This design comes from an exercise in tuning for small area, a short achievable clock period and few clock cycles per item on the open sky130 flow, not from production work. Function was checked by simulation only, so behaviour that the tests miss may differ from the original. No activity file was given, so power comes from the tool's default toggle rates.

## design/flow/flow/run.sh

```bash
#!/bin/bash
# The standard layout (the standard.sh: standard synthesis, then ORFS to finish), with one
# change: the resizer may swap a cell for one of another footprint, so that the delay cells that
# buffer_ports puts on the ports, and other cells, can be resized to ordinary buffers and gates.
set -euo pipefail
bash standard.sh synth > synth.log 2>&1
MAKEFLAGS="MATCH_CELL_FOOTPRINT=0" bash standard.sh > layout.log 2>&1
```

## design/flow/constraint.sdc

```tcl
create_clock -name core_clock -period 5.0 [get_ports {clock}]
set_input_delay 1.0000 -clock core_clock [delete_from_list [all_inputs] [get_ports {clock}]]
set_output_delay 1.0000 -clock core_clock [all_outputs]
set_load 0.01 [all_outputs]
```

## design/flow/standard.sh

```bash
#!/bin/bash
# synth_recipe.tcl (not shown) runs the flow's synth.tcl, then flattens the netlist and writes it again
# the make line also repeats each setting of config.mk as NAME=value (left out here)
make -C /OpenROAD-flow-scripts/flow DESIGN_CONFIG=/design/flow/config.mk WORK_HOME=/design/flow/orfs CLKGATE_MAP_FILE= SYNTH_SCRIPT=/design/flow/synth_recipe.tcl "${@:-finish}"
```

## design/flow/config.mk

```make
export PLATFORM = sky130hd
export DESIGN_NAME = inode_cache_lru
export DESIGN_NICKNAME = inode_cache_lru
export VERILOG_FILES = /design/flow/design.v
export SDC_FILE = /design/flow/constraint.sdc
export NUM_CORES = 4
export LEC_CHECK = 0
export ABC_CLOCK_PERIOD_IN_PS = 2000
export CAP_MARGIN = 20
export CORE_MARGIN = 2
export CORE_UTILIZATION = 40
export SETUP_SLACK_MARGIN = 2.5
export SLEW_MARGIN = 20
```

## design/flow/design.v

```verilog
package icl_pkg;
   localparam int DEFAULT_SLOTS = 16;
   localparam int KEY_W         = 16;
   localparam int STAMP_W       = 32;
   localparam int COUNT_W       = 17;
   localparam int OP_W          = 2;
   localparam int STATUS_W      = 2;
   localparam int SLOT_W        = 4;
   localparam logic [COUNT_W-1:0] INODE_COUNT_RESET = 17'h10000;
   typedef enum logic [OP_W-1:0] {
      OP_LOOKUP = 2'd0,
      OP_PUT    = 2'd1,
      OP_REMOVE = 2'd2
   } op_type;
   typedef enum logic [STATUS_W-1:0] {
      ST_OK     = 2'd0,
      ST_RANGE  = 2'd1,
      ST_ABSENT = 2'd2
   } status_type;
   typedef enum logic [1:0] {
      S_IDLE,
      S_SCAN,
      S_DONE
   } state_type;
   typedef struct packed {
      logic [KEY_W-1:0]   key;
      logic [STAMP_W-1:0] stamp;
   } entry_type;
endpackage
module inode_cache_lru #(
   parameter int SLOTS = icl_pkg::DEFAULT_SLOTS
) (
   input  logic                        clock,
   input  logic                        reset,
   input  logic                        req_valid,
   output logic                        req_ready,
   input  logic [icl_pkg::OP_W-1:0]    req_op,
   input  logic [icl_pkg::KEY_W-1:0]   req_key,
   output logic                        rsp_valid,
   input  logic                        rsp_ready,
   output logic [icl_pkg::STATUS_W-1:0] rsp_status,
   output logic                        rsp_hit,
   output logic [icl_pkg::SLOT_W-1:0]  rsp_slot,
   output logic                        rsp_evicted,
   output logic [icl_pkg::KEY_W-1:0]   rsp_evicted_key,
   input  logic                        csr_wr_en,
   input  logic [icl_pkg::COUNT_W-1:0] csr_wr_data
);
   localparam int KW = icl_pkg::KEY_W;
   localparam int SW = icl_pkg::SLOT_W;
   localparam int RW = icl_pkg::STATUS_W + 1 + SW + 1 + KW;
   localparam int T  = SLOTS - 1;
   logic [KW-1:0]        key_ff [SLOTS];
   logic [SW-1:0]        id_ff  [SLOTS];
   logic [SLOTS-1:0]     ev_ff;
   logic [SLOTS-1:0]     slot_valid_ff;
   logic [icl_pkg::COUNT_W-1:0] inode_count_ff;
   logic                 e_valid_ff;
   logic [icl_pkg::OP_W-1:0] e_op_ff;
   logic [KW-1:0]        e_key_ff;
   logic [SLOTS-1:0]     e_eq_ff;
   logic                 e_range_ff;
   logic                 o0_valid_ff, o1_valid_ff, ready_ff;
   logic [RW-1:0]        o0_ff, o1_ff;
   logic                 adv, exec, put_exec;
   logic                 is_lookup, is_put, is_remove;
   logic [SLOTS-1:0]     d_eq;
   logic                 d_same;
   logic [SLOTS-1:0]     match, m_up, free_pos, a_up, move, rem, free_slot;
   logic                 found, has_inv;
   logic [SW-1:0]        match_id, free_id, alt_id, put_id;
   logic                 o1_next;
   logic [RW-1:0]        res;
   logic [icl_pkg::STATUS_W-1:0] res_status;
   logic                 res_hit;
   logic [SW-1:0]        res_slot;
   logic                 res_evicted;
   assign adv       = !o1_valid_ff;
   assign req_ready = ready_ff;
   assign exec      = adv && e_valid_ff;
   assign is_lookup = (e_op_ff == icl_pkg::OP_LOOKUP);
   assign is_put    = (e_op_ff == icl_pkg::OP_PUT);
   assign is_remove = (e_op_ff == icl_pkg::OP_REMOVE);
   assign put_exec  = exec && is_put;
   always_comb begin
      for (int k = 0; k < SLOTS; k++) begin
         match[k]    = ev_ff[k] && e_eq_ff[k];
         free_pos[k] = !ev_ff[k];
         free_slot[k] = !slot_valid_ff[k];
         for (int j = 0; j < k; j++) begin
            if (!ev_ff[j])         free_pos[k]  = 1'b0;
            if (!slot_valid_ff[j]) free_slot[k] = 1'b0;
         end
         m_up[k] = 1'b0;
         a_up[k] = 1'b0;
         for (int j = 0; j <= k; j++) begin
            if (match[j])    m_up[k] = 1'b1;
            if (free_pos[j]) a_up[k] = 1'b1;
         end
      end
      has_inv = !(&ev_ff);
      if (!has_inv) a_up = '1;
      found = m_up[T];
      match_id = '0;
      free_id  = '0;
      for (int k = 0; k < SLOTS; k++) begin
         if (match[k])     match_id = match_id | id_ff[k];
         if (free_slot[k]) free_id  = free_id | SW'(k);
      end
      alt_id = has_inv ? free_id : id_ff[0];
      put_id = found ? match_id : alt_id;
   end
   assign move = put_exec ? (found ? m_up : a_up) : '0;
   assign rem  = (exec && is_remove) ? match : '0;
   assign d_same = (req_key == e_key_ff);
   always_comb begin
      for (int k = 0; k < T; k++)
         d_eq[k] = move[k] ? (key_ff[k+1] == req_key) : (key_ff[k] == req_key);
      d_eq[T] = put_exec ? d_same : (key_ff[T] == req_key);
   end
   always_comb begin
      res_status  = icl_pkg::ST_OK;
      res_hit     = 1'b0;
      res_slot    = '0;
      res_evicted = 1'b0;
      if (is_lookup) begin
         if (!e_range_ff) begin
            res_status = icl_pkg::ST_RANGE;
         end else if (found) begin
            res_hit  = 1'b1;
            res_slot = match_id;
         end else begin
            res_status = icl_pkg::ST_ABSENT;
         end
      end else if (is_put) begin
         res_hit     = found;
         res_slot    = put_id;
         res_evicted = !found && !has_inv;
      end else if (is_remove) begin
         if (found) begin
            res_hit  = 1'b1;
            res_slot = match_id;
         end else begin
            res_status = icl_pkg::ST_ABSENT;
         end
      end
   end
   assign res = {res_status, res_hit, res_slot, res_evicted, res_evicted ? key_ff[0] : '0};
   always_ff @(posedge clock) begin
      for (int k = 0; k < T; k++) begin
         if (move[k]) begin
            key_ff[k] <= key_ff[k+1];
            id_ff[k]  <= id_ff[k+1];
         end
      end
      if (put_exec) begin
         key_ff[T] <= e_key_ff;
         id_ff[T]  <= put_id;
      end
   end
   assign o1_next = o1_valid_ff ? !rsp_ready : (exec && o0_valid_ff && !rsp_ready);
   always_ff @(posedge clock) begin
      if (reset) begin
         ev_ff          <= '0;
         slot_valid_ff  <= '0;
         inode_count_ff <= icl_pkg::INODE_COUNT_RESET;
         e_valid_ff     <= 1'b0;
         o0_valid_ff    <= 1'b0;
         o1_valid_ff    <= 1'b0;
         ready_ff       <= 1'b1;
      end else begin
         if (csr_wr_en) inode_count_ff <= csr_wr_data;
         for (int k = 0; k < T; k++) begin
            if (move[k])     ev_ff[k] <= ev_ff[k+1];
            else if (rem[k]) ev_ff[k] <= 1'b0;
         end
         if (put_exec)    ev_ff[T] <= 1'b1;
         else if (rem[T]) ev_ff[T] <= 1'b0;
         for (int j = 0; j < SLOTS; j++) begin
            if (put_exec && !found && free_slot[j]) slot_valid_ff[j] <= 1'b1;
            else if (exec && is_remove && found && (match_id == SW'(j))) slot_valid_ff[j] <= 1'b0;
         end
         if (adv) e_valid_ff <= req_valid;
         if (!o0_valid_ff || rsp_ready) o0_valid_ff <= o1_valid_ff || exec;
         o1_valid_ff <= o1_next;
         ready_ff    <= !o1_next;
      end
   end
   always_ff @(posedge clock) begin
      if (adv) begin
         e_op_ff    <= req_op;
         e_key_ff   <= req_key;
         e_eq_ff    <= d_eq;
         e_range_ff <= ({1'b0, req_key} < inode_count_ff);
      end
   end
   always_ff @(posedge clock) begin
      if (!o1_valid_ff) o1_ff <= res;
      if (!o0_valid_ff || rsp_ready) o0_ff <= o1_valid_ff ? o1_ff : res;
   end
   assign rsp_valid = o0_valid_ff;
   assign {rsp_status, rsp_hit, rsp_slot, rsp_evicted, rsp_evicted_key} = o0_ff;
endmodule
```

==> run notes, run 1 <==
- Remaining antenna violation count: 0
* Share of synthesized flip-flops with an asynchronous set or reset: 0%
- Wire length of the first global-routing pass: between 70000 and 80000 um
- Average wire per standard cell: 21.9 um
* Max Fclk: 402 MHz
- After synthesis, the mean cell area works out to 14.0 um2.
* Period utilization: 49.7%
* Maximum number of pins on one net before global-route repair: 37
* CTS tree: yes
- The initial utilization of the core area, before any placement, comes to 40.5%.
- The die covers 0.0500 mm2.
- In the synthesized netlist, the number of instances is 1379.
* Max VDD drop: 0.217 mV
* Static power due to leakage: 8.35 nW
- Count of flip-flops with a built-in enable after synthesis: 379
- Between clock sinks in the finished design, the worst skew comes to 0.0232 ns.
- In this run the deepest clock path goes through 3 buffers.
* Warning count from the yosys run: 3
* Critical path's largest stage delay: 0.50 ns
* Outcome: timing/DRC/antenna clean
- Number of detailed-routing iterations run before antenna repair: 5
- Fraction of synthesized cell area taken by the top area cell type: roughly 59%
- Counting flops and latches in the post-synthesis netlist gives 456.
* Core footprint: 0.0476 mm2
- Clock tree synthesis selected as its root buffer the cell clkbuf_16.
- Unrepaired setup endpoints after global routing: yes
- For the finished layout, the period the worst path requires is approximately 2.5 ns.
- In the final design database the tool counted 1612 nets.
- Insertion delay to the later sink of the worst-skew pair: 0.57 ns
- The library cell used most frequently in the layout, excluding fill and tap cells, is edfxtp_1.
- Input and output buffers added on the ports amount to 65.
- The post-route netlist has between 10% and 20% of its cells at a drive strength greater than 1.
* Setup crit start kind: register
- The signal on the critical path passes through nand3_2 -> nor3_2 -> nand2_2 -> mux2i_1 -> o21ai_0.
* Synth area leaders: edfxtp_1 59%, xor2_1 12%, dfxtp_1 8.0%
- Hold-fix buffers, CTS: 0
* Standard-cell rows: 80
- In this run the vertical extent of the chip is 224 um.
* H-tree depth: 2
- Violation count after the first detailed-route iteration: 1062
- During I/O placement, the number of pins put on the boundary was 66.
* Portion of the post-synthesis area used by sequential elements: around 67%
* Setup TNS Final: 0 ns
- Clock tree sinks: around 460
- Antenna fix cells: 0
- The worst setup path is of the reg2reg kind.
- For this design the ratio of total power to cell area is 346 mW/mm2.
* All-layer global routing usage: a little under a fifth
- The wire-length estimate of the detail-placed layout is 32300 um.
- The number of pins exceeding their max-slew limit in the final report is 0.
- The routed layout has 12044 vias.
- Among all stages on the critical path, the largest delay is contributed by o21ai_0.
* Cell type with the highest aggregate area in the netlist: edfxtp_1
- Headroom to the max-slew limit came out at 30.5%.
- The final-report hold violation count is 0.
* Via count normalized by instance count: 5.44
- Vias in the first global route: 11898
* Critical Path Sink Type: register
- Synthesis instantiated ~70 different standard cells from the library.
* Crit path arrival time: approximately 2.8 ns
- Total power draw: 8.21 mW
- From synthesis to final layout, the design area changed by 22.9%.
* Most used cells in the layout excluding fill and tap cells: 379 x edfxtp_1, 256 x xor2_1, 87 x buf_4, 74 x nand3_1, 67 x nor4_1
- Count of final setup violators: 0
- The initial antenna violation count is 0.
- The tool flagged a number of max-cap violations equal to 0.
- Transition time at the pin with the least slew margin: 1.04 ns
- Routability-driven placement finished with a final weighted congestion of between 0.8 and 0.9.
- In this run the worst path has a maximum fanout of 12.
* Global route total overflow: 0
- Detailed Route WL: 48500 um
* Clock-pin slew on the worst setup and hold paths: 0.06 ns
- Fill cells: between 4000 and 5000
- In this run the worst hold path is classified as reg2reg.
- Number of buffers inserted during clock tree synthesis: 48
* Floorplan die width: 224 um
- DRC errors left: 0
- Net count after synthesis: between 1000 and 1500
- Among all flip-flop cells after synthesis, the most frequent one is edfxtp_1.
* WP data required: 5.28 ns
- The synthesized netlist occupies a cell area of 0.0193 mm2.
power breakdown:
part	switching (mW)	internal [mW]
logic	0.256	0.193
clock network	1.46	2.08
registers	0.0486	4.17
total	1.76	6.45
kinds of logic after synthesis:
| logic type | synth area share, % |
|---|---|
| AO/OA/AOI/OAI | 5.38 |
| XOR/XNOR | 12.3 |
| adder cells (fa/ha/maj) | 0.972 |
| buffers and inverters | 2.55 |
| flip-flops | 66.9 |
| multiplexers | 1.97 |
| AND/OR/NAND/NOR | 9.87 |
final timing paths:
check / to / depth (start not counted) / slack (ns) / from
max: id_ff[15][3] / 5 / 2.52 / ev_ff[5]
min: id_ff[7][2] / 0 / 0.44 / id_ff[8][2]
max reg2reg: id_ff[15][3] / 5 / 2.52 / ev_ff[5]
min reg2reg: id_ff[7][2] / 0 / 0.44 / id_ff[8][2]
cell usage after synthesis (10+ instances only):
master and n:
edfxtp_1 379, xor2_1 256, nand3_1 78, dfxtp_1 77, nor4_1 71, clkbuf_1 50
nand2_1 49, nor2_1 47, nand4_1 44, mux2i_1 38, a21oi_1 34, inv_1 30
o21ai_0 19, a22o_1 17, xnor2_1 16, ha_1 15, a31oi_1 14, a211oi_1 10
nand3b_1 10
layer usage:
layer	track usage [%]	share of wire, %	vias to the layer above
met5	0	0	-
met4	6.80	3.4	0
met3	2.60	5.2	88
met2	35.3	53	422
met1	22.5	38	5971
li1	-	-	5563
area by class of cell:
class	count	area, um2	share of cell area, %
clock buffer	73	1440	6.05
clock inverter	17	144	0.606
inverter	30	140	0.590
multi-input combinational	829	6420	27.0
sequential	456	12900	54.5
tap	615	769	3.24
timing repair buffer	187	1860	7.83
timing repair inverter	5	36.3	0.153
flip-flops by register name, summed over array words and instances (netlist names), 2 cells and up:
signal	flops
key_ff	256
id_ff	64
o0_ff	24
o1_ff	24
inode_count_ff	17
e_eq_ff	16
e_key_ff	16
ev_ff	16
slot_valid_ff	16
e_op_ff	2
timing repair:
action / 4_1_cts / 5_1_grt
pin swaps: 19 / 25
resized for setup: 83 / 44
hold endpoints to repair: 0 / 0
setup buffers: 30 / 57
gates cloned: 11 / 3
setup endpoints to repair: 397 / 363
worst max-delay path, delay by kind of cell, from the launching register on:
family / cells / cell delay, ns
AO/OA/AOI/OAI: 1 / 0.50
multiplexers: 1 / 0.22
flip-flops: 1 / 0.46
AND/OR/NAND/NOR: 3 / 1.02
stage by stage:
step	instances	hold WS (ns)	area (um2)	util [%]	setup WS, ns
6_report	2212	0.444	23700	49.8	2.52
5_1_grt	2212	0.451	23700	49.8	2.39
4_1_cts	2152	0.441	23000	48.3	2.47
3_5_place_dp	2021	0.433	20700	43.5	1.24
3_3_place_gp	2021	0.430	20700	43.5	1.29
2_1_floorplan	1379	0.417	19500	-	2.13
Testbench counts, summed over its fixed seeds: cycles 12,016, items 12,000.
==> inputs of run 2 (changes only) <==
--- a/design/flow/config.mk
+++ b/design/flow/config.mk
@@ -9,5 +9,7 @@
 export CAP_MARGIN = 20
 export CORE_MARGIN = 2
-export CORE_UTILIZATION = 40
-export SETUP_SLACK_MARGIN = 2.5
+export CORE_UTILIZATION = 55
+export CTS_CLUSTER_DIAMETER = 80
+export CTS_CLUSTER_SIZE = 24
+export SETUP_SLACK_MARGIN = 3.0
 export SLEW_MARGIN = 20
==> run 2 against run 1 <==
Sequential share of layout area decreased by 1.1 points. Clock skew decreased by 0.0085 ns. Final cell count decreased by 5.6%. Register-to-register slack improved by 0.04 ns. Still clean on timing, DRC and antenna. Routed wire length increased by 11%. Area after synthesis unchanged. Critical path type unchanged. Synthesized cell count unchanged.
==> run notes, run 2 <==
- Total of max-cap violations: 0
* Count of flip-flops with a built-in enable after synthesis: 379
* Largest regs: key_ff x256, id_ff x64
- Setup crit start kind: register
* Classification of the worst-slack hold path: reg2reg
- Floorplan die height: 191 um
- STA classifies the critical path endpoint as a register.
- In this run the deepest clock path goes through 3 buffers.
- The floorplan has 68 rows.
- In the layout the commonest cells are 379 x edfxtp_1, 256 x xor2_1, 112 x buf_4, 68 x nand3_1, 59 x dfxtp_1.
- The final-report hold violation count was 0.
- At the end of routability-driven placement, the weighted congestion stood at roughly 0.91.
- Synth unique cells: 71
- Max_slew headroom: between 30% and 40%
- After global routing the overflow that remains totals 0.
- Area Overhead vs Synth: 25.9%
* Outcome: timing/DRC/antenna clean
* Syn Inst Count: 1379
- The region available for standard cell placement spans 0.0345 mm2.
* Number of buffers inserted during clock tree synthesis: 23
- Input/output buffers: 65
- Warning count from the yosys run: 3
- The detailed router finished its first iteration with about 1100 violations.
- Share of cells above drive strength 1: a little over a quarter
- Averaged over all synthesized cells, the footprint is 14.0 um2.
- The number of hold buffers added after CTS was 0.
- key_ff holds more flip-flops than any other register.
- Net count after synthesis: 1434
- DRC errors left: 0
- Via count normalized by instance count: a little over 6
* CTS tree: yes
* Wire length of the first global-routing pass: 78200 um
- CTS placed an instance of clkbuf_16 at the clock tree root.
- The critical path in this run is classified as reg2reg.
- The detailed router placed roughly 13000 vias in this run.
* DIE AREA: 0.0366 mm2
* Average wire per standard cell: around 26 um
- Flip-flop and latch count after synthesis: 456
* Fraction of synthesized cell area taken by the top area cell type: 58.9%
- In the post-synthesis netlist, the cell with the most instances is edfxtp_1.
- Static power due to leakage: 8.81 nW
- Insertion delay to the later sink of the worst-skew pair: just under 0.6 ns
- Transition time at the pin with the least slew margin: 1.02 ns
- Antenna fix cells: 0
* Setup TNS Final: 0 ns
- Once the floorplan was initialized, standard cells occupied 55.9% of the core.
- CTS built an H-tree with a depth of 1.
* Portion of the post-synthesis area used by sequential elements: 66.9%
- After layout, the worst path uses 48.8% of the clock period.
- All-layer global routing usage: 29.2%
* Maximum number of pins on one net before global-route repair: 37
- Vias in the first global route: 12384
- Detailed Route WL: 53900 um
* I/O pins: 66
- Timing would allow up to 410 MHz.
- WP data required: about 5.4 ns
* Most frequent standard cell in the layout excluding fill and tap cells: edfxtp_1
- Largest register FFs: 256
* Remaining antenna violation count: 0
- The routed design could run at a clock period as short as 2.44 ns.
- For this run, the detailed router's first-pass iteration total came to 5.
- Total standard cell area after synthesis: roughly 0.019 mm2
* Crit path arrival time: 2.87 ns
- The die is 191 um wide.
- Max VDD drop: approximately 0.26 mV
- In the synthesized netlist the dominant register cell turns out to be edfxtp_1.
- By area the synthesized netlist is led by edfxtp_1 59%, xor2_1 12%, dfxtp_1 8.0%.
- Clock tree sinks: 456
- In this run the power density over the cells is 282 mW/mm2.
- Share of synthesized flip-flops with an asynchronous set or reset: 0%
- After clock tree synthesis, the clock-pin slew on the worst setup and hold paths is 0.10 ns.
- Number of pins exceeding their max-slew limit in the final report: 0
- In the synthesized netlist, the cells that appear most often are 379 x edfxtp_1, 256 x xor2_1, 78 x nand3_1, 77 x dfxtp_1, 71 x nor4_1.
- For the final database, setup skew stands at 0.0147 ns.
- In this run the worst path has a maximum fanout of 11.
- Summed over all nets, the half-perimeter wirelength after detailed placement is 32100 um.
- Setup repair after global routing could not meet its margin everywhere.
- After the last flow step, the layout net total stands at 1671.
- Count of final setup violators: 0
- After detailed placement, the design holds a cell count of 1859.
- Cell type with the highest aggregate area in the netlist: edfxtp_1
- Antenna violations before repair: 0
- Non-Filler Instances: 2088
## run 2: final cells by class
cell class | count | area [um2]
tap | 455 | 569
timing repair inverter | 6 | 50.0
sequential | 456 | 13000
multi-input combinational | 829 | 6910
clock inverter | 5 | 48.8
fill | 2348 | 10200
timing repair buffer | 270 | 2950
inverter | 30 | 166
clock buffer | 37 | 638
## run 2: path summary, 6_finish.rpt
path / slack [ns] / cells past startpoint / end / startpoint
setup / recovery: 2.56 / 8 / e_eq_ff[1] / e_eq_ff[2]
hold / removal: 0.45 / 0 / id_ff[3][1] / id_ff[4][1]
setup reg to reg: 2.56 / 8 / e_eq_ff[1] / e_eq_ff[2]
hold reg to reg: 0.45 / 0 / id_ff[3][1] / id_ff[4][1]
## run 2: cell families (layout without fill, tap and decap cells)
logic type	after synthesis	count (layout)	share of synthesized area [%]
fa+ha+maj	15	15	0.972
mux	38	38	1.97
xor+xnor	272	272	12.3
flops	456	456	66.9
buf+inv	102	348	2.55
compound gates	150	158	5.38
simple gates	346	346	9.87
## run 2: layer usage
metal	vias up	share of wire, %	global-route usage (%)
met1	6398	40	38.6
met5	-	0	0
met2	528	50	49.9
li1	5656	-	-
met3	101	7.0	4.75
met4	0	3.2	8.46
## run 2: what timing repair did
item	4_1_cts	5_1_grt
pin swaps	57	43
gates resized for setup	263	89
cloned	22	3
endpoints found under the hold margin	0	0
setup endpoints to repair	478	425
setup buffers	124	38
## run 2: power by group
group          internal (mW)  switching [mW]
Sequential              4.16          0.0548
Clock                  0.902            1.20
Combinational          0.252           0.296
## run 2: worst max-delay path, stage by stage, from the launching register on
cell and delay [ns]:
edfxtp_1 0.51, a222oi_1 0.41, buf_4 0.20, and4_4 0.31
nand3_4 0.18, buf_12 0.18, o22ai_4 0.14, buf_12 0.17
mux2i_1 0.19
## run 2: stage by stage
step                      utilization, %  power [mW]  instance area, um2  worst slack (ns)  hold slack, ns
after floorplan                        -        4.56               19900              2.14           0.417
after global placement              60.0        4.70               20700              1.47           0.432
after detailed placement            60.0        4.70               20700              1.36           0.435
after CTS                           68.4        6.88               23600              2.65           0.453
after global routing                70.4        7.07               24300              2.52           0.467
final                               70.4        6.86               24300              2.56           0.454
==> inputs of run 3 (changes only) <==
==> design/flow/run.sh (new file) <==
#!/bin/bash
# synth_recipe.tcl (not shown) runs the flow's synth.tcl, then flattens the netlist and writes it again
# the make line also repeats each setting of config.mk as NAME=value (left out here)
make -C /OpenROAD-flow-scripts/flow DESIGN_CONFIG=/design/flow/config.mk WORK_HOME=/design/flow/orfs CLKGATE_MAP_FILE= SYNTH_SCRIPT=/design/flow/synth_recipe.tcl finish
--- a/design/flow/config.mk
+++ b/design/flow/config.mk
@@ -9,7 +9,5 @@
 export CAP_MARGIN = 20
 export CORE_MARGIN = 2
-export CORE_UTILIZATION = 55
-export CTS_CLUSTER_DIAMETER = 80
-export CTS_CLUSTER_SIZE = 24
-export SETUP_SLACK_MARGIN = 3.0
+export CORE_UTILIZATION = 40
+export SETUP_SLACK_MARGIN = 2.5
 export SLEW_MARGIN = 20
removed: design/flow/flow/run.sh
removed: design/flow/standard.sh
==> run 3 against run 2 <==
Still clean on timing, DRC and antenna. Fmax is 2.7% lower. Via count is 7.2% lower. First-iteration DRC count shrank 15%. Area after synthesis stayed put. Total power is 19% higher. Register-to-register slack worse by 0.03 ns. Worst hold slack lost 0.0091 ns. Sequential share of layout area is 2.4 points higher. Worst setup slack got worse by 0.067 ns. Critical path type is now in2reg. Largest cell class unchanged. Largest power group unchanged.
==> run notes, run 3 <==
- Of all cell types, the one taking the most synthesized area is edfxtp_1.
- After synthesis, the share of flip-flops with an asynchronous set or reset is 0%.
- Placed wire-length estimate after detailed placement: 32300 um
* Largest regs: key_ff x256, id_ff x64
- Along the worst path, the maximum fanout reaches 15.
- By area the synthesized netlist is led by edfxtp_1 59%, xor2_1 12%, dfxtp_1 8.0%.
- Insertion delay to the later sink of the worst-skew pair: a little under 0.6 ns
* H-tree depth: 2
- After synthesis the cells add up to 0.0193 mm2.
* Most frequent cell after synthesis: edfxtp_1
* Number of buffers between clock root and the deepest sink: 3
- Critical Path Sink Type: register
- For this run, design rule violations remaining after detail routing come to 0.
* Synth unique cells: 71
- Average wire per standard cell: 21.7 um
- The die covers 0.0500 mm2.
- Unrepaired setup endpoints after global routing: yes
- Counting every sink on the clock net gives 456.
- Row generation in the floorplan step produced 80 rows.
* Wire length of the first global-routing pass: between 70000 and 80000 um
* Antenna fix cells: 0
* Hold violation total from the final report: 0
- The first TritonRoute pass finished after 5 iterations.
* Synthesized area per cell: 14.0 um2
- Setup TNS Final: 0 ns
* Fraction of synthesized cell area taken by the top area cell type: 58.9%
- CTS tree: yes
* Setup crit start kind: input port
* Max_slew headroom: 31.0%
- Clock-pin slew on the worst setup and hold paths: approximately 0.060 ns
- Starting density of the core: between 40 and 50%
- The number of global-route vias before repair is 12092.
- WP data required: 5.43 ns
* Category of the most critical setup path: in2reg
- Hold-fix buffers, CTS: 0
- Worst clock skew: 0.0198 ns
- Max VDD drop: 0.276 mV
- Area Overhead vs Synth: 20.0%
* Largest register FFs: 256
* Crit path arrival time: a little under 3 ns
- Total of max-cap violations: 0
* Share of cells above drive strength 1: 14.9%
- Global route total overflow: 0
* Violation count after the first detailed-route iteration: 947
- The final layout contains routed wiring with a total length of 47000 um.
* Core footprint: 0.0476 mm2
- Antenna violations before repair: 0
* Remaining antenna violation count: 0
- Most instantiated flip-flop cell in the synthesis netlist: edfxtp_1
- During synthesis, Yosys emitted a total of 3 warnings.
- Floorplan die width: 224 um
* CTS root buffer: clkbuf_16
- Pin placement for this block handled 66 I/O pins.
* Clock period minus final worst setup slack: about 2.5 ns
- For this run, the post-layout net count is 1570.
- Register with the highest flop count: key_ff
- In the routed layout, each cell is associated on average with a via count of between 5 and 6.
* Placer's final routability congestion estimate: around 0.85
* Utilization of the core after routing: between 40% and 50%
- In this run the tool buffered the top-level ports with 65 buffer cells.
- The number of pins exceeding their max-slew limit in the final report was 0.
- Syn Inst Count: between 1000 and 1500
* Routed vias: approximately 12000
- Most frequent standard cell in the layout excluding fill and tap cells: edfxtp_1
- The signal on the critical path passes through clkdlybuf4s50_1 -> buf_12 -> buf_4 -> xor2_1 -> nor4_1 -> nand4_1 -> mux2i_1.
* Max Fclk: 399 MHz
* Power density cells: approximately 350 mW/mm2
* Period utilization: 50.1%
* Maximum number of pins on one net before global-route repair: 54
- Classification of the worst-slack hold path: reg2reg
- Transition time at the pin with the least slew margin: 1.03 ns
- Outcome: timing/DRC/antenna clean
- Net count after synthesis: 1434
- Critical path's largest stage delay: roughly 0.50 ns
* Static power due to leakage: 8.06 nW
* Most instantiated cells after synthesis: 379 x edfxtp_1, 256 x xor2_1, 78 x nand3_1, 77 x dfxtp_1, 71 x nor4_1
- Yosys mapped a number of flops with a built-in enable equal to 379.
- The top cell types in the final layout, fill and taps aside, are 379 x edfxtp_1, 256 x xor2_1, 76 x nand3_1, 70 x nor4_1, 68 x dfxtp_1.
- Crit-path slowest cell: clkdlybuf4s50_1
- Setup violations remaining at the end of the flow were counted as 0.
* Portion of the post-synthesis area used by sequential elements: 66.9%
- All-layer global routing usage: 18.7%
- Floorplan die height: 224 um
* Flip-flop and latch count after synthesis: 456
- Buffers inserted during clock tree synthesis total 47.
-- run 3: changes by cell type in the layout (fill, tap and decap cells not counted), sizes merged --
cell	before	now
clkdlybuf4s18	0	1
clkdlybuf4s15	0	4
buf	201	85
clkdlybuf4s50	21	53
clkinvlp	9	10
clkbuf	76	64
bufinv	0	6
inv	29	26
dlygate4sd2	0	4
clkinv	3	14
dlymetal6s2s	9	1
a31oi	19	18
-- run 3: logic make-up after synthesis --
family,synth area share (%)
xor+xnor,12.3
simple gates,9.87
flops,66.9
buf+inv,2.55
compound gates,5.38
fa+ha+maj,0.972
mux,1.97
-- run 3: worst max-delay path: cells and delay by family --
kind                   cells  cell delay [ns]
XOR/XNOR                   1             0.12
buffers and inverters      3             0.90
multiplexers               1             0.20
AND/OR/NAND/NOR            2             0.71
-- run 3: layout make-up --
class | count | area [um2]
repair inverters | 3 | 22.5
multi-input cells | 828 | 6310
inverters | 30 | 149
repair buffers | 149 | 1450
clock inverters | 23 | 254
clock buffers | 63 | 1290
flip-flops and latches | 456 | 12900
well taps | 615 | 769
fillers | 4092 | 24500
-- run 3: worst paths after layout --
path | from | end | depth (start not counted) | slack, ns
setup reg to reg | e_eq_ff[15] | slot_valid_ff[0] | 8 | 2.53
hold / removal | id_ff[8][1] | id_ff[7][1] | 0 | 0.45
setup / recovery | req_key[10] | e_eq_ff[11] | 7 | 2.49
hold reg to reg | id_ff[8][1] | id_ff[7][1] | 0 | 0.45
-- run 3: routing by layer --
| layer | vias up | wire (um) | track usage [%] |
|---|---|---|---|
| li1 | 5457 | - | - |
| met1 | 5828 | 18100 | 21.9 |
| met2 | 374 | 24300 | 33.3 |
| met3 | 112 | 2600 | 3.53 |
| met4 | 0 | 2050 | 8.65 |
| met5 | - | 0 | 0 |
-- run 3: report_power, final --
part           internal, mW  switching [mW]
Combinational         0.175           0.245
Sequential             4.17          0.0485
Clock                  2.07            1.47
-- run 3: repair_timing --
action	CTS	global route
endpoints found under the setup margin	399	283
gates cloned	9	1
gates resized for setup	69	30
pin swaps	17	6
buffers inserted	33	17
-- run 3: through the flow --
stage	power [mW]	hold WS, ns	area [um2]	worst slack [ns]	instances
after global placement	4.68	0.429	20700	1.39	2021
after floorplan	4.53	0.417	19500	2.12	1379
after detailed placement	4.69	0.433	20700	1.37	2021
after CTS	8.25	0.445	22900	2.50	2149
after global routing	8.44	0.452	23200	2.43	2167
final	8.17	0.445	23200	2.49	2167
==> inputs of run 4 (changes only) <==
--- a/design/flow/config.mk
+++ b/design/flow/config.mk
@@ -9,5 +9,7 @@
 export CAP_MARGIN = 20
 export CORE_MARGIN = 2
-export CORE_UTILIZATION = 40
+export CORE_UTILIZATION = 50
+export CTS_CLUSTER_DIAMETER = 80
+export CTS_CLUSTER_SIZE = 24
 export SETUP_SLACK_MARGIN = 2.5
 export SLEW_MARGIN = 20
==> run 4 against run 3 <==
Clock skew shrank 0.0023 ns. Non-clock buffer count down 1. Global-route usage rose by 4.6 points. Sequential share of layout area increased by 2.2 points.
==> run notes, run 4 <==
- Among all flip-flop cells after synthesis, the most frequent one is edfxtp_1.
* Register with the highest flop count: key_ff
- Hold timing on the final database bottoms out at a slack of around 0.46 ns.
- Setup crit start kind: register
- Placed cell count: 1918
- Setup violations remaining at the end of the flow were counted as 0.
- The flow ran to the end and the layout has no timing, DRC or antenna violations.
- The library cells used most frequently in the layout, excluding fill and tap cells, are 379 x edfxtp_1, 256 x xor2_1, 74 x nand3_1, 63 x dfxtp_1, 63 x buf_4.
- Via count normalized by instance count: 5.78
* Number of pins exceeding their max-slew limit in the final report: 0
- Most frequent standard cell in the layout excluding fill and tap cells: edfxtp_1
- For this run, the post-layout net count is 1547.
- Classification of the worst-slack hold path: reg2reg
- DIE AREA: around 0.04 mm2
- Power density cells: 306 mW/mm2
* All-layer global routing usage: a little under a quarter
* Antenna fix cells: 0
* Period utilization: 49.2%
* Violation count after the first detailed-route iteration: between 1000 and 1500
* Crit path arrival time: 2.66 ns
- Synthesized area per cell: 14.0 um2
- Sequential cells were found to cover 66.9% of the synthesized design area.
- For this design, the CTS-stage hold fixing added 0 buffers.
- Sorting the synthesized cells by area gives the leading types as edfxtp_1 59%, xor2_1 12%, dfxtp_1 8.0%.
- The register with the most flip-flops in the layout has 256 of them.
- Headroom to the max-slew limit came out at 29.9%.
* Transition time at the pin with the least slew margin: 1.05 ns
- Clock period minus final worst setup slack: 2.46 ns
- In this run the remaining antenna-violating nets after routing total 0.
- Flip-flop and latch count after synthesis: 456
- DRC errors left: 0
- Count of flip-flops with a built-in enable after synthesis: 379
* Most instantiated cells after synthesis: 379 x edfxtp_1, 256 x xor2_1, 78 x nand3_1, 77 x dfxtp_1, 71 x nor4_1
- In this run the count of I/O pins placed on the die edge is 66.
* Starting density of the core: 51.0%
- TritonCTS built the clock tree.
- Global routing finished with a remaining overflow of 0.
- Of the cells placed in the final design, the portion with a size suffix greater than 1 is 14.0%.
- VDD sags by at most 0.230 mV.
- Across the routed clock network, the largest skew measured is about 0.017 ns.
- Hold violation total from the final report: 0
* Routed vias: 11674
* Clock-pin slew on the worst setup and hold paths: 0.09 ns
- The first global-routing pass estimated 71800 um of wire.
- Floorplan die height: ~200 um
- Total of max-cap violations: 0
- Average wire per standard cell: 23.5 um
* WP data required: 5.20 ns
- Port buffering added 65 buffers.
* Number of buffers between clock root and the deepest sink: 3
- Category of the most critical setup path: reg2reg
* Cell type with the highest aggregate area in the netlist: edfxtp_1
- For the worst-skew pair, the clock arrives at the later sink with an insertion delay of around 0.56 ns.
- Vias in the first global route: between 10000 and 15000
- Setup repair after global routing could not meet its margin everywhere.
- Placed wire-length estimate after detailed placement: about 32000 um
- For this run, the number of standard cells in the final layout without fillers is 2021.
- Standard-cell rows: 71
- STA classifies the critical path endpoint as a register.
- Clock tree synthesis found a total of 456 sinks.
- Number of buffers inserted during clock tree synthesis: 25
* Number of detailed-routing iterations run before antenna repair: 7
- The core region is 0.0378 mm2.
- Entering global routing, the biggest net connects 38 pins.
* Warning count from the yosys run: 3
- Reg2Reg Depth: 5
- The number of different library cells used by synthesis comes to approximately 70.
- CTS built an H-tree with a depth of 1.
- Largest regs: key_ff x256, id_ff x64
* Syn Inst Count: 1379
- Counting flops with an async set or reset pin after synthesis yields a share of 0%.
- Total standard cell area after synthesis: 0.0193 mm2
- Summed over all layers, the routed wires come to between 40000 and 50000 um.
- Area Overhead vs Synth: 15.5%
- Adding up every negative setup slack in the final design gives 0 ns.
- The initial antenna violation count was 0.
* Placer's final routability congestion estimate: 0.919
* Static power due to leakage: 7.67 nW
- The worst hold path was traced through 0 stages.
* Floorplan die width: 201 um
- The cell sitting at the root of the clock tree is a clkbuf_16.
- Crit Path Max Fanout: 11
- Timing would allow up to a little over 400 MHz.
* Most frequent cell after synthesis: edfxtp_1
- Synthesis produced a netlist with a net count of 1434.
* Fraction of synthesized cell area taken by the top area cell type: between 50% and 60%
- Utilization of the core after routing: 59.0%
[run 4: cell counts after synthesis]
Identical to the previous run, type by type.
[run 4: power by group]
group	internal, mW	switching [mW]
clock network	0.963	1.23
logic	0.180	0.245
registers	4.16	0.0519
[run 4: layer usage]
layer,vias up,track usage [%],wire length [um]
li1,5397,-,-
met1,5861,29.8,19300
met2,347,42.6,24700
met3,69,2.34,2180
met4,0,5.90,1190
met5,-,0,0
[run 4: worst paths after layout]
check	slack, ns	end	from
worst max-delay path	2.54	id_ff[6][1]	e_eq_ff[13]
worst min-delay path	0.46	id_ff[8][2]	id_ff[9][2]
worst max register to register	2.54	id_ff[6][1]	e_eq_ff[13]
worst min register to register	0.46	id_ff[8][2]	id_ff[9][2]
[run 4: cell families after synthesis]
group / count (synthesis) / share of synthesized area [%]
buffers and inverters: 102 / 2.55
multiplexers: 38 / 1.97
flip-flops: 456 / 66.9
AND/OR/NAND/NOR: 346 / 9.87
AO/OA/AOI/OAI: 150 / 5.38
XOR/XNOR: 272 / 12.3
adder cells (fa/ha/maj): 15 / 0.972
[run 4: repair_timing]
item,4_1_cts,5_1_grt
pin swaps,15,7
gates cloned,10,1
endpoints found under the setup margin,397,325
buffers inserted,32,15
resized for setup,71,31
[run 4: critical path: stages, from the launching register on]
cell	delay, ns
edfxtp_1	0.54
a222oi_1	0.35
buf_4	0.22
and4_4	0.28
o311ai_4	0.18
a31oi_4	0.52
[run 4: layout make-up]
cell class	count	area, um2
multi-input cells	827	6350
flip-flops and latches	456	12900
clock inverters	10	86.3
inverters	30	138
repair buffers	148	1460
fillers	3109	15500
well taps	511	639
clock buffers	35	663
repair inverters	4	30.0
[run 4: stage by stage]
stage	total power [mW]	worst slack [ns]	cell area, um2
6_report	6.83	2.54	22300
5_1_grt	7.06	2.43	22300
4_1_cts	6.89	2.42	22100
3_5_place_dp	4.69	1.47	20600
3_3_place_gp	4.69	1.48	20600
2_1_floorplan	4.53	2.12	19500
==> inputs of run 5 (changes only) <==
==> design/flow/flow/run.sh (new file) <==
#!/bin/bash
# The standard layout (the standard.sh: standard synthesis, then ORFS to finish), with one
# change: buffer_ports buffers every input and output port with buf_4 instead of its default
# cell (a slow delay buffer that the footprint-matched resizer cannot replace).
set -euo pipefail
bash standard.sh synth > synth.log 2>&1
export BUFFER_PORTS_ARGS="-buffer_cell sky130_fd_sc_hd__buf_4"
bash standard.sh > layout.log 2>&1
==> design/flow/standard.sh (new file) <==
#!/bin/bash
# synth_recipe.tcl (not shown) runs the flow's synth.tcl, then flattens the netlist and writes it again
# the make line also repeats each setting of config.mk as NAME=value (left out here)
make -C /OpenROAD-flow-scripts/flow DESIGN_CONFIG=/design/flow/config.mk WORK_HOME=/design/flow/orfs CLKGATE_MAP_FILE= SYNTH_SCRIPT=/design/flow/synth_recipe.tcl "${@:-finish}"
removed: design/flow/run.sh
==> run 5 against run 4 <==
Clock power up 11%. Area after synthesis is the same. Register-to-register slack about the same. Worst setup slack got worse by 0.010 ns. Routed wire length decreased by 2.2%. Critical path type unchanged.
==> run notes, run 5 <==
* Core footprint: 0.0378 mm2
- Clock period minus final worst setup slack: ~2.5 ns
* Warning count from the yosys run: 3
- Non-Filler Instances: 2006
- Cell-by-cell trace of the critical path: a222oi_1 -> buf_4 -> and4_2 -> and2_4 -> a41o_2 -> clkinvlp_4 -> buf_4
- Critical path's largest stage delay: 0.49 ns
- Most instantiated cells after synthesis: 379 x edfxtp_1, 256 x xor2_1, 78 x nand3_1, 77 x dfxtp_1, 71 x nor4_1
- In the synthesized netlist the async set-or-reset flop fraction comes to 0%.
* Synth unique cells: 71
- WP data required: 5.32 ns
- The pre-antenna-repair detailed-routing pass consisted of 6 iterations.
- The flow ran to the end and the layout has no timing, DRC or antenna violations.
- Floorplan die height: 201 um
- Comb power frac: 5.5%
- For this block, the initial DRC count from the detailed router was about 830.
* Transition time at the pin with the least slew margin: 0.785 ns
* Total of max-cap violations: 0
* DRC errors left: 0
* Critical Path Sink Type: register
- Net count after synthesis: 1434
* Most used cells in the layout excluding fill and tap cells: 379 x edfxtp_1, 256 x xor2_1, 112 x buf_4, 74 x nand3_1, 69 x nor4_1
- Counting every instance in the synthesized netlist gives 1379.
- Smallest setup slack after layout: approximately 2.5 ns
- Portion of the post-synthesis area used by sequential elements: roughly two thirds
- The number of pins exceeding their max-slew limit in the final report came to 0.
- Global route total overflow: 0
- Clock tree synthesis selected as its root buffer the cell clkbuf_16.
- Classification of the worst-slack hold path: reg2reg
- 66 I/O pins were placed.
- Leaving out fill and tap cells, the most frequent cell in the layout is edfxtp_1.
* Combinational family with the most area after synthesis: XOR/XNOR gates
- Count of flip-flops with a built-in enable after synthesis: roughly 380
* Post-Synth Adder-Cell Area: less than 1%
- Of the total synthesized cell area, the portion taken by AND, OR, NAND and NOR gates is 9.87%.
* Synth area leaders: edfxtp_1 59%, xor2_1 12%, dfxtp_1 8.0%
- For this design, the slowest cell found on the critical path is edfxtp_1.
* Detailed Route WL: around 46000 um
- Dividing total power by cell area gives a power density of ~320 mW/mm2.
* Crit Path Max Fanout: 10
- Crit path arrival time: 2.80 ns
* Placed wire-length estimate after detailed placement: 31300 um
* Antenna violations before repair: 1
- STA classifies the critical path startpoint as a register.
- H-tree depth: 1
* Worst Setup Slack post-DPL: 1.52 ns
- Unrepaired setup endpoints after global routing: yes
- After synthesis the cells add up to around 0.019 mm2.
- The internal portion of the total power is between 5 and 6 mW.
- Max VDD drop: 0.258 mV
- Among all cell types in the netlist, the one instantiated most often is edfxtp_1.
* Max_slew headroom: a little under half
* Seq pwr share: 60.0%
- Entering global routing, the biggest net connects 54 pins.
- The most used flip-flop cell after synthesis is edfxtp_1.
- Including well taps, the total number of placed cells is 1895.
- The tightest hold path in the finished design has a slack of 0.462 ns.
- In this run the horizontal extent of the chip is 201 um.
- TritonCTS created 27 clock buffers.
- TritonCTS built the clock tree.
* Average wire per standard cell: 23.1 um
- The first global-routing pass estimated 69100 um of wire.
- Global routing consumed, over all layers together, a little under a quarter of the routing resources.
* Via count normalized by instance count: 5.71
- Setup violations remaining at the end of the flow were counted as 0.
* Static power due to leakage: between 7 and 8 nW
- Insertion delay to the later sink of the worst-skew pair: 0.57 ns
* DIE AREA: 0.0402 mm2
- Synthesized area per cell: 14.0 um2
* Clock tree sinks: 456
- Post-synthesis compound-gate area fraction: 5.38%
- Period utilization: between 40% and 50%
- Input/output buffers: 65
- Remaining antenna violation count: 0
- The clock arrives with about 0.022 ns of skew.
- Clock-pin slew was measured on the worst setup and hold paths at 0.09 ns.
* Setup TNS Final: 0 ns
- In the final design database the tool counted 1529 nets.
- Flip-flop and latch count after synthesis: 456
- By startpoint and endpoint, the worst setup path is classified as reg2reg.
* Post-Synth XOR/XNOR Area: 12.3%
* Switching power total: 1.59 mW
- Area Overhead vs Synth: 14.4%
- Antenna fix cells: 0
* Largest regs: key_ff x256, id_ff x64
* Hold-fix buffers, CTS: 0
- No sink is reached through more buffers than the 3 on the longest clock path.
* Max Fclk: 405 MHz
* Share of cells above drive strength 1: 16.4%
* Cell type with the highest aggregate area in the netlist: edfxtp_1
- The number of global-route vias before repair came to about 11000.
* Routed vias: 11462
* Placer's final routability congestion estimate: about 0.9
* Register with the highest flop count: key_ff
* Fraction of power consumed by the clock network: 34.5%
- Fraction of synthesized cell area taken by the top area cell type: 58.9%
- Hold violation total from the final report: 0
- The register with the most flip-flops in the layout has 256 of them.
- Mux share of post-synthesis cell area: 1.97%
- Most used cell, CP: buf_4
- Fill cells: 3042
- The initial utilization of the core area, before any placement, comes to 51.0%.
* Standard-cell rows: 71
* Switching part of the total power: 22.7%
-- run 5: cell counts after synthesis --
Identical to the previous run, type by type.
-- run 5: per-stage QoR --
| step | utilization [%] | power (mW) | instance area (um2) |
|---|---|---|---|
| after floorplan | - | 4.53 | 19500 |
| after global placement | 53.6 | 4.65 | 20300 |
| after detailed placement | 53.6 | 4.66 | 20300 |
| after CTS | 57.6 | 7.07 | 21800 |
| after global routing | 58.4 | 7.24 | 22100 |
| final | 58.4 | 7.01 | 22100 |
-- run 5: path summary, 6_finish.rpt --
path                start             to  slack, ns  depth (start not counted)
max reg2reg    e_eq_ff[7]  key_ff[7][11]       2.53                          7
min reg2reg  id_ff[14][2]   id_ff[13][2]       0.46                          0
min          id_ff[14][2]   id_ff[13][2]       0.46                          0
max            e_eq_ff[7]  key_ff[7][11]       2.53                          7
-- run 5: area by class of cell --
cell class	count	area [um2]	area share, %
timing repair buffer	126	1110	5.05
sequential	456	12900	58.6
tap	511	639	2.89
timing repair inverter	4	30.0	0.136
clock inverter	17	188	0.850
clock buffer	33	698	3.16
inverter	30	136	0.617
multi-input combinational	829	6340	28.7
-- run 5: cells by family after synthesis --
group | count (synthesis)
compound gates | 150
xor+xnor | 272
fa+ha+maj | 15
buf+inv | 102
flops | 456
mux | 38
simple gates | 346
-- run 5: power by group through the flow --
stage          clock [mW]  sequential, mW  combinational (mW)
5_1_grt              2.60            4.22               0.423
6_report             2.42            4.21               0.386
3_3_place_gp            0            4.30               0.354
2_1_floorplan           0            4.28               0.241
4_1_cts              2.47            4.21               0.385
3_5_place_dp            0            4.30               0.359
-- run 5: timing repair --
item,in CTS,in global routing
gates cloned,11,2
endpoints found under the setup margin,394,293
resized for setup,43,28
pin swaps,16,8
setup buffers,30,18
-- run 5: critical path: cells and delay by family (launching register included) --
kind	cells	cell delay, ns
DFF	1	0.49
buffers and inverters	3	0.48
and+or+nand+nor	2	0.59
AOI/OAI and AO/OA	2	0.68
-- run 5: layer usage --
layer / vias up / GRT usage [%] / share of wire (%)
met5: - / 0 / 0.026
met1: 5703 / 27.8 / 40
met2: 305 / 41.2 / 51
met3: 82 / 3.15 / 4.6
met4: 2 / 7.46 / 3.7
li1: 5370 / - / -
==> inputs of run 6 (changes only) <==
--- a/design/flow/config.mk
+++ b/design/flow/config.mk
@@ -12,4 +12,4 @@
 export CTS_CLUSTER_DIAMETER = 80
 export CTS_CLUSTER_SIZE = 24
-export SETUP_SLACK_MARGIN = 2.5
+export SETUP_SLACK_MARGIN = 2.8
 export SLEW_MARGIN = 20
==> run 6 against run 5 <==
Total power fell by 2.0%. Critical path depth rose by 1. Clock skew rose by 0.021 ns. Non-clock buffer count rose by 73. Global-route usage rose by 1.0 points. Routed wire length rose by 4.7%. Cell area rose by 4.5%. Largest power group unchanged. Combinational power rose by about 10%.
==> run notes, run 6 <==
* Outcome: timing/DRC/antenna clean
- The register with the most flip-flops in the layout has 256 of them.
- Fraction of power consumed by the clock network: 32.6%
- On the critical path the largest part of the delay comes from buffers and inverters.
- Clock period minus final worst setup slack: 2.40 ns
- Critical path's largest stage delay: 0.42 ns
- The worst setup path is of the reg2reg kind.
* Max_slew headroom: 39.1%
- Of all nets on the critical path, the largest fanout is 7.
- Prior to clock tree synthesis, the placed netlist has a worst setup slack of 1.50 ns.
* Switching power total: ~1.5 mW
- The tightest min-delay check is of the reg2reg type.
- Period utilization: 47.9%
- The area growth from synthesis to layout is 19.5%.
- Portion of the post-synthesis area used by sequential elements: 66.9%
* Post-Synth XOR/XNOR Area: about an eighth
- Setup crit start kind: register
- The first global-routing pass estimated 71900 um of wire.
- Largest regs: key_ff x256, id_ff x64
* Global route total overflow: 0
- The worst register-to-register path has a depth of 8.
- The number of global-route vias before repair is 11919.
* Antenna fix cells: 0
- Crit-path slowest cell: edfxtp_1
* Cell-by-cell trace of the critical path: a222oi_1 -> buf_4 -> and4_4 -> nand3_4 -> buf_4 -> buf_6 -> o22ai_4 -> clkbuf_16
- At the end of routability-driven placement, the weighted congestion stood at a little over 0.9.
* Routed vias: 11996
* Static power due to leakage: 8.14 nW
- Counting distinct cell types in the post-synthesis netlist gives 71.
- Clock tree synthesis found a total of 456 sinks.
- DRC errors left: 0
- In this run the power density over the cells is between 200 and 300 mW/mm2.
- Total standard cell area after synthesis: roughly 0.019 mm2
- I/O pins: 66
* Insertion delay to the later sink of the worst-skew pair: 0.58 ns
- Most used cell, CP: buf_4
* Hold path endpoint: o1_ff[16]
* Crit path arrival time: 2.69 ns
- Share of synthesized flip-flops with an asynchronous set or reset: 0%
- In the final timing run, aggregate negative setup slack is 0 ns.
- The clock passes through at most 3 buffers.
* Antenna violations before repair: 0
- Critical Path Sink Type: register
- Post-synthesis compound-gate area fraction: 5.38%
* Detailed-routed wire length on met2: 25600 um
* Smallest setup slack after layout: 2.60 ns
- Fraction of synthesized cell area taken by the top area cell type: about three fifths
* Net count after synthesis: 1434
* Reg-to-reg critical path startpoint: e_eq_ff[2]
- Most instantiated cells after synthesis: 379 x edfxtp_1, 256 x xor2_1, 78 x nand3_1, 77 x dfxtp_1, 71 x nor4_1
* Switching part of the total power: 22.4%
- Number of detailed-routing iterations run before antenna repair: 6
* Flip-flop and latch count after synthesis: 456
- Across the VDD grid, the largest voltage drop is 0.279 mV.
- Summed over all nets, the half-perimeter wirelength after detailed placement is ~31000 um.
* Floorplan die height: 201 um
- In this run the number of cells on the critical path is 8.
- Across the run, the number of max-cap violations was 0.
- Post-route cell area: 0.0231 mm2
* Post-Synth Adder-Cell Area: 0.972%
* Count of final setup violators: 0
- CTS tree: yes
* All-layer global routing usage: 23.7%
* Hold Startpoint: o1_ff[16]
- Buf+Inv Stages, Crit Path: 4
* Via count normalized by instance count: around 5.8
- Of the cells placed in the final design, the portion with a size suffix greater than 1 is 21.6%.
* Placed cell count: ~1900
* Maximum number of pins on one net before global-route repair: 54
* Floorplan die width: 201 um
- Yosys mapped a number of flops with a built-in enable equal to 379.
- H-tree depth: 1
- The floorplan has 71 rows.
* Most instantiated flip-flop cell in the synthesis netlist: edfxtp_1
- Most frequent cell after synthesis: edfxtp_1
* Most used cells in the layout excluding fill and tap cells: 379 x edfxtp_1, 256 x xor2_1, 158 x buf_4, 73 x nand3_1, 64 x nor4_1
- DIE AREA: 0.0402 mm2
- Number of buffers inserted during clock tree synthesis: 25
- Synth area leaders: edfxtp_1 59%, xor2_1 12%, dfxtp_1 8.0%
* Clock-pin slew on the worst setup and hold paths: approximately 0.09 ns
- Worst clock skew: 0.0425 ns
- Average wire per standard cell: 23.4 um
* Syn Inst Count: around 1400
- After synthesis, the share of cell area in mux cells is 1.97%.
- WP data required: 5.29 ns
* Violation count after the first detailed-route iteration: 1009
- The endpoint identified for the worst register-to-register timing path is key_ff[1][4].
- The number of pins exceeding their max-slew limit in the final report was 0.
- For the pin with the worst max-slew slack, the measured transition is 0.913 ns.
* Combinational family with the most area after synthesis: XOR/XNOR gates
- Non-Filler Instances: 2078
* Met3 wire length: around 2400 um
* Synthesized area per cell: between 10 and 15 um2
- Cell type with the highest aggregate area in the netlist: edfxtp_1
- Input/output buffers: 65
- Uppermost signal routing layer after detailed routing: met4
- After the last flow step, the layout net total stands at 1603.
* Starting density of the core: 51.0%
- Tracing the worst setup path back leads to its startpoint at e_eq_ff[2].
- Counting flops per register, the top entry is key_ff.
- Most frequent standard cell in the layout excluding fill and tap cells: edfxtp_1
* Remaining antenna violation count: 0
- Warning count from the yosys run: 3
- Internal power comes to 5.33 mW.
- Area share of and/or/nand/nor cells after synthesis: 9.87%
* Hold violation total from the final report: 0
* Hold path depth: 1
- The share of total power dissipated in sequential elements is between 60% and 70%.
* Comb power frac: 6.2%
- Derived from the worst setup path, the maximum achievable clock frequency is between 400 and 500 MHz.
- In this run the cell area measured after placement is 0.0203 mm2.
* Worst setup slack for register-to-register paths: 2.60 ns
- Unrepaired setup endpoints after global routing: yes
* Hold-fix buffers, CTS: 0
- After detailed routing, the total wire length is around 50000 um.
- Core footprint: 0.0378 mm2
* Routed length on met1: 18600 um
- The root buffer cell chosen for the clock tree is clkbuf_16.
run 6: per-layer routing:
layer | vias to the layer above | global-route usage, %
li1 | 5503 | -
met1 | 5965 | 28.3
met2 | 429 | 43.3
met3 | 99 | 3.13
met4 | 0 | 9.31
met5 | - | 0
run 6: worst reg2reg max path: cells and delay by family (launching register included):
family | cells | cell delay (ns)
compound gates | 2 | 0.57
buf+inv | 4 | 0.67
flops | 1 | 0.42
simple gates | 2 | 0.47
run 6: power by group through the flow:
stage | registers (mW) | logic [mW] | clock network (mW)
2_1_floorplan | 4.28 | 0.253 | 0
3_3_place_gp | 4.30 | 0.357 | 0
3_5_place_dp | 4.30 | 0.363 | 0
4_1_cts | 4.21 | 0.408 | 2.29
5_1_grt | 4.21 | 0.462 | 2.43
6_report | 4.21 | 0.425 | 2.24
run 6: area by class of cell:
type | count | area [um2]
sequential | 456 | 13000
inverter | 30 | 148
fill | 2991 | 14800
clock buffer | 37 | 692
multi-input combinational | 830 | 6550
timing repair inverter | 6 | 43.8
clock inverter | 9 | 86.3
timing repair buffer | 199 | 1950
tap | 511 | 639
run 6: how the worst max path moves through the flow:
| stage | endpoint | slack (ns) |
|---|---|---|
| 2_1_floorplan | e_eq_ff[0] | 2.12 |
| 3_3_place_gp | e_eq_ff[0] | 1.57 |
| 3_5_place_dp | e_eq_ff[0] | 1.50 |
| 4_1_cts | id_ff[14][1] | 2.77 |
| 5_1_grt | slot_valid_ff[15] | 2.55 |
| 6_report | key_ff[1][4] | 2.60 |
run 6: kinds of logic after synthesis:
group                    count (synthesis)
AO/OA/AOI/OAI                          150
multiplexers                            38
XOR/XNOR                               272
buffers and inverters                  102
AND/OR/NAND/NOR                        346
adder cells (fa/ha/maj)                 15
flip-flops                             456
run 6: per-stage QoR:
stage,power [mW],utilization (%),hold slack [ns]
floorplan,4.54,-,0.417
global placement,4.65,53.8,0.430
detailed placement,4.66,53.8,0.439
CTS,6.91,59.0,0.453
global route,7.10,61.0,0.465
finish,6.87,61.0,0.459
run 6: timing repair:
item                                    in CTS  in global routing
setup buffers                               66                 51
endpoints found under the setup margin     417                333
gates cloned                                14                  7
resized for setup                           78                 48
pin swaps                                   33                 28
==> inputs of run 7 (changes only) <==
--- a/design/flow/config.mk
+++ b/design/flow/config.mk
@@ -12,4 +12,4 @@
 export CTS_CLUSTER_DIAMETER = 80
 export CTS_CLUSTER_SIZE = 24
-export SETUP_SLACK_MARGIN = 2.8
+export SETUP_SLACK_MARGIN = 2.65
 export SLEW_MARGIN = 20
==> run 7 against run 6 <==
Non-clock buffer count decreased by 52. Largest power group unchanged. Via count is 3.4% lower. Global-route usage down 0.89 points. Largest cell class unchanged. Die area unchanged.
==> run notes, run 7 <==
* All-layer global routing usage: 22.8%
- At the worst endpoint, the required time is 5.32 ns.
* Smallest setup slack after layout: 2.65 ns
- Most used cells in the layout excluding fill and tap cells: 379 x edfxtp_1, 256 x xor2_1, 127 x buf_4, 74 x nand3_1, 66 x nor4_1
- The first TritonRoute pass finished after 8 iterations.
- Clock period minus final worst setup slack: 2.35 ns
- The worst hold path belongs to the class reg2reg.
* Critical path's largest stage delay: 0.46 ns
* Most frequent standard cell in the layout excluding fill and tap cells: edfxtp_1
- Combined area of the multi-input logic cells: 0.00639 mm2
- Reg-to-reg critical path startpoint: e_eq_ff[7]
- The Yosys step of the flow raised 3 warnings.
* Max_slew headroom: 46.1%
- At the pin with the least slew margin, the transition time is a little over 0.8 ns.
- In this run the number of H-tree levels came out at 1.
* Register with the highest flop count: key_ff
- In this run, post-CTS hold repair placed 0 buffers.
- Count of flip-flops with a built-in enable after synthesis: 379
- Flip-flop and latch count after synthesis: approximately 460
- Antenna fix cells: 0
- The number of global-route vias before repair is 11487.
- Based on the critical path, the design can be clocked at up to 426 MHz.
- Worst clock skew: ~0.015 ns
* Worst setup slack for register-to-register paths: approximately 2.7 ns
- Counting flops with an async set or reset pin after synthesis yields a share of 0%.
* RR Endpoint: key_ff[7][15]
- Largest register FFs: between 200 and 300
- Counting every sink on the clock net gives 456.
* Crit-path slowest cell: edfxtp_1
- Of all nets on the critical path, the largest fanout is 10.
* Via count normalized by instance count: 5.74
- The total area inside the core boundary comes to 0.0378 mm2.
* CTS root buffer: clkbuf_16
- Pin placement for this block handled 66 I/O pins.
* Largest regs: key_ff x256, id_ff x64
- Final #Nets: 1545
- A synthesized cell averages 14.0 um2.
- For this run the aggregate overflow at the end of global routing stands at 0.
- Detailed placement ended at an HPWL of 31400 um.
* Starting density of the core: 51.0%
- Yosys attributes the largest share of cell area to edfxtp_1 59%, xor2_1 12%, dfxtp_1 8.0%.
- Counting distinct cell types in the post-synthesis netlist gives 71.
- Of the cells placed in the final design, the portion with a size suffix greater than 1 is 17.6%.
- The initial antenna violation count came to 0.
- Number of buffers between clock root and the deepest sink: 3
* Standard-cell rows: 71
- The critical path crosses 7 cells after its start point.
- Violation count after the first detailed-route iteration: 919
- In this run the cell area of the synthesized design comes to 0.0193 mm2.
* Most instantiated cells after synthesis: 379 x edfxtp_1, 256 x xor2_1, 78 x nand3_1, 77 x dfxtp_1, 71 x nor4_1
- The die covers about 0.040 mm2.
- TritonCTS created 24 clock buffers.
- Excluding fillers, the count of instances in the completed layout stands at 2019.
- The number of pins exceeding their max-slew limit in the final report came to 0.
- Summed over all layers, the routed wires come to 46400 um.
* Net count after synthesis: between 1000 and 1500
- Across the run, the number of max-cap violations was 0.
- Routed vias: 11583
- Measured in cells, the most critical reg-to-reg path has a length of 7.
* Most frequent cell after synthesis: edfxtp_1
* Flip-flop and latch area: ~0.013 mm2
- The number of placed instances, taps included, is 1893.
- IR analysis of the VDD net gives a maximum drop of 0.254 mV.
- The worst setup path is launched from a register.
* Remaining antenna violation count: 0
- Together, buffers and inverters on the worst path number 3.
* Outcome: timing/DRC/antenna clean
- Floorplan die height: 201 um
- Clock-pin slew on the worst setup and hold paths: 0.10 ns
- The first global-routing pass estimated 69700 um of wire.
- Static power due to leakage: ~7.8 nW
- Total power draw: approximately 7 mW
- Clock latency on the worst-skew pair, taken at its later pin, is roughly 0.55 ns.
* Crit path to: key_ff[7][15]
* Portion of the post-synthesis area used by sequential elements: 66.9%
- The worst setup path is captured at a register.
* Crit path arrival time: around 2.7 ns
- Count of final setup violators: 0
- DRC errors left: 0
* Fill cells: 3009
* Area Overhead vs Synth: 15.1%
- Floorplan die width: 201 um
- Top cell family by delay on the critical path: compound AO/OA/AOI/OAI gates
* Power density cells: 306 mW/mm2
- Traced cell by cell, the critical path runs through a222oi_1 -> buf_4 -> and4_4 -> and2_4 -> a41o_4 -> clkinvlp_4 -> buf_6.
* Syn Inst Count: between 1000 and 1500
- Fraction of synthesized cell area taken by the top area cell type: approximately three fifths
- Beginning of the critical path: e_eq_ff[7]
* Unrepaired setup endpoints after global routing: yes
* Period utilization: 47.0%
- In the synthesized netlist the dominant register cell turns out to be edfxtp_1.
- Prior to clock tree synthesis, the placed netlist has a worst setup slack of 1.44 ns.
* Setup TNS Final: 0 ns
* Category of the most critical setup path: reg2reg
* Cell type with the highest aggregate area in the netlist: edfxtp_1
- TritonCTS built the clock tree.
- Average wire per standard cell: between 20 and 25 um
- Hold violation total from the final report: 0
- Placer's final routability congestion estimate: 0.907
- Entering global routing, the biggest net connects 54 pins.
- Input/output buffers: 65
-- run 7: cell counts after synthesis --
No cell type changed its count.
-- run 7: metal layers --
| metal | part of all wire, % | track usage [%] |
|---|---|---|
| met5 | 0 | 0 |
| met4 | 3.2 | 7.04 |
| met3 | 4.3 | 2.79 |
| met2 | 52 | 42.1 |
| met1 | 40 | 27.8 |
-- run 7: area by class of cell --
type | instances | share of cell area (%)
Tap cell | 511 | 2.88
Clock buffer | 38 | 3.17
Timing Repair inverter | 3 | 0.101
Timing Repair Buffer | 147 | 6.01
Multi-Input combinational cell | 828 | 28.7
Sequential cell | 456 | 58.3
Clock inverter | 6 | 0.242
Inverter | 30 | 0.596
-- run 7: worst min path at each step --
stage	slack (ns)	from	endpoint	cells after the start
2_1_floorplan	0.42	o1_ff[22]	o1_ff[22]	2
3_5_place_dp	0.44	o1_ff[20]	o1_ff[20]	1
4_1_cts	0.46	o1_ff[20]	o1_ff[20]	1
5_1_grt	0.48	id_ff[4][2]	id_ff[3][2]	0
6_report	0.46	o1_ff[20]	o1_ff[20]	1
3_3_place_gp	0.43	o1_ff[16]	o1_ff[16]	1
-- run 7: stage by stage --
stage	util (%)	hold WS [ns]	cell area [um2]
floorplan	-	0.417	19500
global placement	53.6	0.430	20300
detailed placement	53.6	0.441	20300
CTS	57.6	0.463	21800
global route	58.8	0.476	22200
finish	58.8	0.460	22200
-- run 7: power by group --
group          leakage (nW)  switching, mW  internal [mW]
registers              4.22         0.0485           4.16
clock network         0.363           1.21          0.998
logic                  3.18          0.237          0.157
-- run 7: logic make-up (layout without fill, tap and decap cells) --
group | after synthesis | in the layout | share of synthesized area [%]
flip-flops | 456 | 456 | 66.9
AND/OR/NAND/NOR | 346 | 346 | 9.87
XOR/XNOR | 272 | 272 | 12.3
AO/OA/AOI/OAI | 150 | 157 | 5.38
buffers and inverters | 102 | 224 | 2.55
multiplexers | 38 | 38 | 1.97
adder cells (fa/ha/maj) | 15 | 15 | 0.972
-- run 7: what timing repair did --
action,4_1_cts,5_1_grt
cloned,11,1
pin swaps,21,19
resized for setup,58,28
setup endpoints to repair,396,308
setup buffers,39,31

[port drivers added, routing unchanged]
In the flow no input, the clock included, has a driving cell. The finished layouts below were timed again as built, in two steps.
Step 1 (the two cells are an assumption about what drives the block):
set clk [get_ports {clock}]
set_driving_cell -lib_cell sky130_fd_sc_hd__clkbuf_16 $clk
set_driving_cell -lib_cell sky130_fd_sc_hd__buf_2 [delete_from_list [all_inputs] $clk]
Step 2 moves the port delays by t, midway between the first and last clock arrival at a register: inputs arrive t later, outputs are due t later. That takes back most of the time a late clock gives input paths.
a / b / c = no drivers / after step 1 / after step 2; a / b = the first two.
run | t, ns | slack for setup (ns) | worst hold slack (ns) | worst data-port slew with drivers (ns) | pins driven straight from the clock port
run 1 | 0.613 | 2.515 / 2.509 / 1.967 | 0.444 / 0.444 / 0.444 | 0.04 | 1
run 2 | 0.621 | 2.560 / 2.560 / 2.259 | 0.454 / 0.454 / 0.454 | 0.04 | 1
run 3 | 0.624 | 2.493 / 2.513 / 1.895 | 0.445 / 0.445 / 0.445 | 0.05 | 1
run 4 | 0.607 | 2.538 / 2.510 / 1.980 | 0.455 / 0.455 / 0.455 | 0.07 | 1
run 5 | 0.619 | 2.528 / 2.528 / 2.151 | 0.462 / 0.462 / 0.462 | 0.07 | 1
run 6 | 0.615 | 2.603 / 2.603 / 2.276 | 0.459 / 0.459 / 0.459 | 0.07 | 1
run 7 | 0.605 | 2.652 / 2.652 / 2.223 | 0.460 / 0.460 / 0.460 | 0.06 | 1
After both steps every run listed still meets setup and hold. The setup slack of run 3, which loses most, moves by +0.020 ns with the drivers and by -0.598 ns with both steps.
